Source: an optimization exercise on an open RTL-to-GDS flow (aim: small area). Production flows keep margins and buffers that such runs may drop. In this exercise RTL edits were held to simulation tests only and were not proved equivalent to the original. The clock input has no modelled driver; a real chip could not lean on it and would need a root buffer or a full tree. Power and IR drop assume default switching activity.

build 21:
## rb_window_stream
module rb_window_stream #(
    parameter int PIXEL_WIDTH = 8,
    parameter int K           = 3,
    parameter int IMG_WIDTH   = 128,
    parameter int IMG_HEIGHT  = 128
) (
    input  logic                                 clk,
    input  logic                                 rst,
    input  logic                                 in_valid,
    output logic                                 in_ready,
    input  logic [PIXEL_WIDTH-1:0]               in_pixel,
    input  logic                                 in_sof,
    output logic                                 out_valid,
    input  logic                                 out_ready,
    output logic [K*PIXEL_WIDTH-1:0]             out_col,
    output logic [$clog2(IMG_WIDTH)-1:0]         out_x,
    output logic [$clog2(IMG_HEIGHT)-1:0]        out_y,
    output logic                                 out_eof
);
export LEC_CHECK = 0
export CAP_MARGIN = 20
export CORE_MARGIN = 2
export CORE_UTILIZATION = 75
export GPL_TIMING_DRIVEN = 0
export SLEW_MARGIN = 20
create_clock -name core_clock -period 5.0 [get_ports {clk}]
standard.sh (not shown) runs the stock make flow with config.mk's settings and CLKGATE_MAP_FILE= SYNTH_SCRIPT=/design/flow/synth_recipe.tcl, a recipe that flattens the netlist after the stock synthesis.
==> flow/flow/run.sh <==
#!/bin/bash
# Standard layout (standard.sh), except:
# - the clock tree is built by hand (flow/cts_hook.tcl, flow/trees.tcl): the
#   flip-flops are split into 64 equal clusters, each driven by an inverter,
#   under 8 inverters and two levels of clock buffers, so every flip-flop sees
#   two inversions and the same number of stages;
# - the shift register's enable is buffered by hand (flow/resize_hook.tcl),
#   with placement not timing-driven so that it adds no buffers of its own;
# - synthesis's buffers are removed before placement (flow/place_hook.tcl),
#   as timing-driven placement would do;
# - each port gets the smallest buffer.
set -euo pipefail
export PRE_CTS_TCL="$PWD/flow/cts_hook.tcl"
export PRE_GLOBAL_PLACE_TCL="$PWD/flow/place_hook.tcl"
export PRE_RESIZE_TCL="$PWD/flow/resize_hook.tcl"
export BUFFER_PORTS_ARGS="-buffer_cell sky130_fd_sc_hd__buf_1"
bash standard.sh > standard.log 2>&1
==> flow/flow/cts_hook.tcl <==
# Runs at the start of ORFS's cts.tcl: builds the clock tree by hand
# (flow/trees.tcl) and turns the CTS call that follows, and the cloning of
# clock inverters before it, into no-ops; the rest of the CTS step
# (legalisation, timing repair) runs as usual.
source [file join [file dirname [info script]] trees.tcl]
tr_clock clk {{64 sky130_fd_sc_hd__inv_12} {8 sky130_fd_sc_hd__inv_12} {2 sky130_fd_sc_hd__clkbuf_16} {1 sky130_fd_sc_hd__clkbuf_16}}
set_propagated_clock [all_clocks]
rename repair_clock_inverters ""
proc repair_clock_inverters {args} { puts "repair_clock_inverters skipped: tree built by flow/trees.tcl" }
rename clock_tree_synthesis ""
proc clock_tree_synthesis {args} { puts "clock_tree_synthesis skipped: tree built by flow/trees.tcl" }
==> flow/flow/trees.tcl <==
# Hand-built buffer trees. The sinks of a net are split by recursive bisection
# into equal-sized clusters, each driven by a buffer at its centre; the
# buffers of each level are grouped the same way under the next level's.

proc tr_split {items n} {
  # items: list of {iterm x y}; returns n groups of near-equal size, split
  # recursively across the wider side of their bounding box
  if {$n <= 1} { return [list $items] }
  set xs [lmap e $items {lindex $e 1}]; set ys [lmap e $items {lindex $e 2}]
  set dx [expr {[tcl::mathfunc::max {*}$xs] - [tcl::mathfunc::min {*}$xs]}]
  set dy [expr {[tcl::mathfunc::max {*}$ys] - [tcl::mathfunc::min {*}$ys]}]
  set k [expr {$dx >= $dy ? 1 : 2}]
  set s [lsort -real -index $k $items]
  set n1 [expr {$n / 2}]
  set h [expr {([llength $s] * $n1 + $n / 2) / $n}]
  return [concat [tr_split [lrange $s 0 [expr {$h-1}]] $n1] [tr_split [lrange $s $h end] [expr {$n - $n1}]]]
}

# Drive each group from a new buffer at the group's centre; returns the new
# buffers' inputs as the next level's items.
proc tr_level {groups master prefix sigtype} {
  set block [ord::get_db_block]
  set m [[ord::get_db] findMaster $master]
  set next {}
  set i 0
  foreach g $groups {
    set net [odb::dbNet_create $block "${prefix}_${i}_net"]
    $net setSigType $sigtype
    set buf [odb::dbInst_create $block $m "${prefix}_${i}"]
    foreach e $g {
      set it [lindex $e 0]
      if {[$it getNet] ne "NULL"} { $it disconnect }
      $it connect $net
    }
    foreach it [$buf getITerms] {
      if {[$it getIoType] eq "OUTPUT"} { $it connect $net }
    }
    set sx 0; set sy 0
    foreach e $g { set sx [expr {$sx + [lindex $e 1]}]; set sy [expr {$sy + [lindex $e 2]}] }
    set cx [expr {int($sx / [llength $g])}]; set cy [expr {int($sy / [llength $g])}]
    $buf setLocation $cx $cy
    $buf setPlacementStatus PLACED
    lappend next [list [$buf findITerm A] $cx $cy]
    incr i
  }
  return $next
}

proc tr_item {it} {
  set b [[$it getInst] getBBox]
  return [list $it [expr {([$b xMin]+[$b xMax])/2}] [expr {([$b yMin]+[$b yMax])/2}]]
}

# Build the tree for net's sinks (iterms); levels: list of {count master}
# from the leaves up. The top level's inputs go back on net.
proc tr_build {net sinks levels prefix sigtype} {
  set items [lmap it $sinks {tr_item $it}]
  puts "buffer tree $prefix: [llength $items] sinks on [$net getName]"
  set li 0
  foreach lv $levels {
    lassign $lv n master
    set items [tr_level [tr_split $items $n] $master "${prefix}_l${li}" $sigtype]
    puts "buffer tree $prefix: level $li, [llength $items] x $master"
    incr li
  }
  foreach e $items { [lindex $e 0] connect $net }
}

# The clock tree: every flip-flop's clock pin on the clock net.
proc tr_clock {clk_net_name levels} {
  set net [[ord::get_db_block] findNet $clk_net_name]
  set sinks {}
  foreach it [$net getITerms] {
    if {[[[$it getInst] getMaster] isSequential]} { lappend sinks $it }
  }
  tr_build $net $sinks $levels ct CLOCK
}

# The signal net with the most sinks (the shift register's enable); nets
# that reach a clock pin are skipped.
proc tr_widest_net {} {
  set best NULL; set bn 0
  foreach net [[ord::get_db_block] getNets] {
    if {[$net getSigType] ne "SIGNAL"} { continue }
    set its [$net getITerms]
    set n [llength $its]
    if {$n <= $bn} { continue }
    set clock 0
    foreach it $its { if {[[$it getMTerm] getSigType] eq "CLOCK"} { set clock 1; break } }
    if {$clock} { continue }
    if {$n > $bn} { set bn $n; set best $net }
  }
  return $best
}

proc tr_fanout {levels} {
  set net [tr_widest_net]
  set sinks {}
  foreach it [$net getITerms] {
    if {[$it getIoType] eq "INPUT"} { lappend sinks $it }
  }
  tr_build $net $sinks $levels ft SIGNAL
}
Other scripts of this flow, unchanged in this note and not shown: flow/flow/place_hook.tcl, flow/flow/resize_hook.tcl
Build 21 completed every stage of the flow, and the final layout passed the timing, design-rule and antenna checks.
Setup changes, build 21 to build 5
diff --git a/flow/flow/cts_hook.tcl b/flow/flow/cts_hook.tcl
--- a/flow/flow/cts_hook.tcl
+++ b/flow/flow/cts_hook.tcl
@@ -5,3 +5,3 @@
 source [file join [file dirname [info script]] trees.tcl]
-tr_clock clk {{64 sky130_fd_sc_hd__inv_12} {8 sky130_fd_sc_hd__inv_12} {2 sky130_fd_sc_hd__clkbuf_16} {1 sky130_fd_sc_hd__clkbuf_16}}
+tr_clock clk {{60 sky130_fd_sc_hd__inv_12} {8 sky130_fd_sc_hd__inv_12} {2 sky130_fd_sc_hd__clkbuf_8} {1 sky130_fd_sc_hd__clkbuf_16}}
 set_propagated_clock [all_clocks]
==> comparison <==
Compared build 5 vs build 21, and global-route usage is down in build 5.
On minimum setup slack in the final design: between build 5 and build 21, it ends up higher for build 21.
~same sequential cell area share in build 5 and build 21
Changes in build 69 relative to build 5:
# build 5
export LEC_CHECK = 0
export CAP_MARGIN = 20
export CORE_MARGIN = 2
export CORE_UTILIZATION = 75
export GPL_TIMING_DRIVEN = 0
export SLEW_MARGIN = 20
create_clock -name core_clock -period 5.0 [get_ports {clk}]
# build 69
export LEC_CHECK = 0
export ABC_CLOCK_PERIOD_IN_PS = 20000
export CAP_MARGIN = 20
export CORE_MARGIN = 2
export CORE_UTILIZATION = 75
export GPL_TIMING_DRIVEN = 0
export SLEW_MARGIN = 20
create_clock -name core_clock -period 5.0 [get_ports {clk}]
diff --git a/flow/flow/run.sh b/flow/flow/run.sh
--- a/flow/flow/run.sh
+++ b/flow/flow/run.sh
@@ -3,3 +3,3 @@
 # - the clock tree is built by hand (flow/cts_hook.tcl, flow/trees.tcl): the
-#   flip-flops are split into 64 equal clusters, each driven by an inverter,
+#   flip-flops are split into 60 equal clusters, each driven by an inverter,
 #   under 8 inverters and two levels of clock buffers, so every flip-flop sees
diff --git a/flow/flow/trees.tcl b/flow/flow/trees.tcl
--- a/flow/flow/trees.tcl
+++ b/flow/flow/trees.tcl
@@ -1,4 +1,5 @@
 # Hand-built buffer trees. The sinks of a net are split by recursive bisection
-# into equal-sized clusters, each driven by a buffer at its centre; the
-# buffers of each level are grouped the same way under the next level's.
+# into equal-sized clusters, each driven by a buffer or inverter at its
+# centre; the cells of each level are grouped the same way under the next
+# level's. A tree of inverters needs an even number of inverting levels.
 
@@ -18,4 +19,4 @@
 
-# Drive each group from a new buffer at the group's centre; returns the new
-# buffers' inputs as the next level's items.
+# Drive each group from a new cell (buffer or inverter) at the group's centre;
+# returns the new cells' inputs as the next level's items.
 proc tr_level {groups master prefix sigtype} {
--- outcome ---
Re final design utilization: no difference whatsoever between build 5 and build 69.
Build 69 -> build 5: number of distinct library cell variants in the gate-level netlist after synthesis delta 0, exact match
On power spent charging and discharging nets, build 5 and build 69 are basically level.
Re power: no difference whatsoever between build 5 and build 69.
Diff build 5 -> build 69: worst setup slack comparable; buffering stage count on the worst path with inverters included comparable.
Build 69 | status: complete | timing, DRC, antenna: pass
Looking at build 5 and build 69, the die area is a wash.
Diff build 5 -> build 69: sequential share of layout area did not really move, clock insertion delay at the later pin of the skew report did not really move, global-route total usage across every layer did not really move, clock share of power did not really move.
## Diff of input files: build 44 against build 69
# build 69
export LEC_CHECK = 0
export ABC_CLOCK_PERIOD_IN_PS = 20000
export CAP_MARGIN = 20
export CORE_MARGIN = 2
export CORE_UTILIZATION = 75
export GPL_TIMING_DRIVEN = 0
export SLEW_MARGIN = 20
create_clock -name core_clock -period 5.0 [get_ports {clk}]
# build 44
export LEC_CHECK = 0
export CAP_MARGIN = 20
export CORE_MARGIN = 2
export CORE_UTILIZATION = 75
export GPL_TIMING_DRIVEN = 0
export SLEW_MARGIN = 20
create_clock -name core_clock -period 5.0 [get_ports {clk}]
Results
- Changes observed in build 44 relative to build 69: clock-pin transition on the worst setup and hold timing paths neither gained nor lost much, post-synthesis register bit count was more or less identical, via count essentially unchanged.
- From build 44 to build 69, total power did not move at all.
- From build 69 to build 44 the numbers moved as follows: area growth from synthesis to layout saw little to no change, number of different library cells in the post-synthesis netlist saw little to no change.
No run of this note takes its clock network from TritonCTS; it comes from the design's own scripts or RTL.

## re-timing with driven ports
The results above use ideal ports. As a check the final layouts listed here were re-extracted and re-timed, cells and wires unchanged. Step 1 assumes that a clkbuf_16 drives the clock port and a buf_2 every other input. Step 2 adds t to the input delays and takes it off the output delays; t is the mean of the earliest and latest rising clock arrival at the registers after step 1. Input paths then give back, and output paths get back, about the clock's delay inside the block. Slacks: no drivers / after step 1 / after step 2; pairs: no drivers / after step 1.
run	t, ns	setup slack, ns	worst hold slack (ns)
build 21	0.708	1.131 / 1.131 / 0.789	0.423 / 0.423 / 0.423
build 5	0.777	1.108 / 1.108 / 0.777	0.414 / 0.390 / 0.414
build 69	0.777	1.108 / 1.108 / 0.777	0.414 / 0.390 / 0.414
build 44	0.777	1.108 / 1.108 / 0.777	0.414 / 0.390 / 0.414
After both steps setup and hold are still met in every run listed. For build 21, which loses most, drivers alone change the setup slack by 0.000 ns; drivers and shift together by -0.342 ns.
